Source: an optimization exercise on an open RTL-to-GDS flow (aim: small area and a short achievable clock period). Production flows keep margins and buffers that such runs may drop.
The RTL was checked by simulation tests, not by an equivalence proof against the original design.
Power and IR drop assume default switching activity.

## run 1
==> flow/design.v (excerpt) <==
module fpAddConstTop #(
    parameter int NumLanes = 2,
    parameter logic [NumLanes*32-1:0] LaneConsts = {32'hbf80_0000, 32'h3f80_0000}
) (
    input  logic                   clk_i,
    input  logic                   rstn_i,
    input  logic                   valid_i,
    input  logic [31:0]            a_i,
    output logic [NumLanes-1:0][31:0] result_o,
    output logic                   done_o
);
export LEC_CHECK = 0
export ABC_AREA = 1
export CAP_MARGIN = 20
export CORE_MARGIN = 2
export CORE_UTILIZATION = 50
export SETUP_SLACK_MARGIN = 2.5
export SLEW_MARGIN = 20
create_clock -name core_clock -period 5.0 [get_ports {clk_i}]
standard.sh (not shown) runs the stock make flow with config.mk's settings and CLKGATE_MAP_FILE= SYNTH_SCRIPT=/design/flow/synth_recipe.tcl, a recipe that flattens the netlist after the stock synthesis.
==> flow/flow/run.sh <==
#!/bin/bash
# The standard layout, with plain buffers (sky130_fd_sc_hd__buf_1) on the
# ports instead of ORFS's default port buffer cell. Every input and output
# port still gets its own buffer.
set -euo pipefail
export BUFFER_PORTS_ARGS="-buffer_cell sky130_fd_sc_hd__buf_1"
bash standard.sh finish > standard_flow.log 2>&1
Run 1 reached the final stage; the timing, design-rule and antenna checks on its layout passed.
## Diff of input files: run 2 against run 1
- swapping 50 for 65 in CORE_UTILIZATION
Looking at the reports, run 2 completed the entire flow and the layout it produced met the timing, design-rule and antenna checks.
Net switching power: run 2 > run 1
Looking at capture point of the critical path, the shQ[1] result is from run 2; the addQ[14] one comes from run 1.
Run 2 against run 1: final-layout clock buffer total went down, clock transition time at the flip-flop clock pins of the worst setup and hold paths did not really move, met3 track demand over resource in global routing went up.
Critical path depth ends up higher on run 2.
Any difference in power drawn by the combinational cells between run 1 and run 2 is small enough to ignore.
The inputs of run 3 differ from those of run 2 as listed below.
- CORE_UTILIZATION: 65 -> 55
- SETUP_SLACK_MARGIN: 2.5 -> 2.6
--- outcome ---
Measured against each other, run 3 and run 2 differ in area of the die, the higher figure coming from run 3. Summary: global-route wire length before repair, run 3 better than run 2. The final reports for run 3 and run 2 show post-CTS setup buffer count higher in the former. Run 3 — instance count after placement with tap cells included about 2.5% higher, run 2 as reference. Compared to run 2, the router laid down less metal wire for run 3.

---

## JK
fpAddConstTop, a different RTL version from the one above (not shown whole).
For scale: roughly 1600 cells after synthesis, about 200 flip-flops, roughly 100 I/O pins, roughly 0.012 sq mm of cells after synthesis.
==> flow/config.mk <==
export PLATFORM = sky130hd
export DESIGN_NAME = fpAddConstTop
export DESIGN_NICKNAME = fpAddConstTop
export VERILOG_FILES = /design/flow/design.v
export SDC_FILE = /design/flow/constraint.sdc
export NUM_CORES = 4
export LEC_CHECK = 0
export ABC_AREA = 1
export CAP_MARGIN = 20
export CORE_MARGIN = 2
export CORE_UTILIZATION = 40
export SETUP_SLACK_MARGIN = 2.5
export SLEW_MARGIN = 20
==> flow/constraint.sdc <==
create_clock -name core_clock -period 5.0 [get_ports {clk_i}]
set_input_delay 1.0000 -clock core_clock [delete_from_list [all_inputs] [get_ports {clk_i}]]
set_output_delay 1.0000 -clock core_clock [all_outputs]
set_load 0.01 [all_outputs]
Scripts as last shown in full above: flow/flow/run.sh
#### Input delta (MS over JK)
- ABC_AREA: 1 -> unset
==> flow/run.sh (new file) <==
#!/bin/bash
# synth_recipe.tcl (not shown) runs the flow's synth.tcl, then flattens the netlist and writes it again
# the make line also repeats each setting of config.mk as NAME=value (left out here)
make -C /OpenROAD-flow-scripts/flow DESIGN_CONFIG=/design/flow/config.mk WORK_HOME=/design/flow/orfs CLKGATE_MAP_FILE= SYNTH_SCRIPT=/design/flow/synth_recipe.tcl finish
removed: flow/flow/run.sh
removed: flow/standard.sh
### Flow results
Every run (JK and MS) finished clean. MS vs JK — initial standard-cell utilization of the core rose 0.20 points. Looking at main combinational cell family by area after synthesis, the compound AO/OA/AOI/OAI gates result is from MS; the simple AND/OR/NAND/NOR gates one comes from JK. Of JK and MS, JK shows the lower area of the mapped netlist, with MS above it. Fmax, JK and MS: smaller value in MS.

-- port drivers added, routing unchanged --
In the flow no input, the clock included, has a driving cell. The finished layouts below were timed again as built, in two steps. Step 1 (the two cells are an assumption about what drives the block):
set clk [get_ports {clk_i}]
set_driving_cell -lib_cell sky130_fd_sc_hd__clkbuf_16 $clk
set_driving_cell -lib_cell sky130_fd_sc_hd__buf_2 [delete_from_list [all_inputs] $clk]
Step 2 also shifts input and output timing later by t, the mid clock arrival at the registers, as if the neighbouring blocks saw the same clock. a / b / c = ideal ports / drivers / drivers and shift; a / b = the first two.
run	t (ns)	setup WS [ns]	clock arrival spread, ns	slew at the worst register clock pin (ns)	pins driven straight from the clock port
run 1	0.485	2.516 / 2.516 / 2.516	0.022 / 0.022	0.08 / 0.08	1
run 2	0.496	2.341 / 2.341 / 2.341	0.017 / 0.016	0.08 / 0.08	1
run 3	0.480	2.491 / 2.491 / 2.491	0.016 / 0.017	0.08 / 0.08	1
JK	0.489	2.514 / 2.514 / 2.305	0.019 / 0.019	0.08 / 0.08	1
MS	0.494	2.356 / 2.356 / 2.068	0.023 / 0.023	0.09 / 0.09	1
After both steps setup and hold are still met in every run listed. The setup slack of MS, which loses most, moves by 0.000 ns with the drivers and by -0.288 ns with both steps.
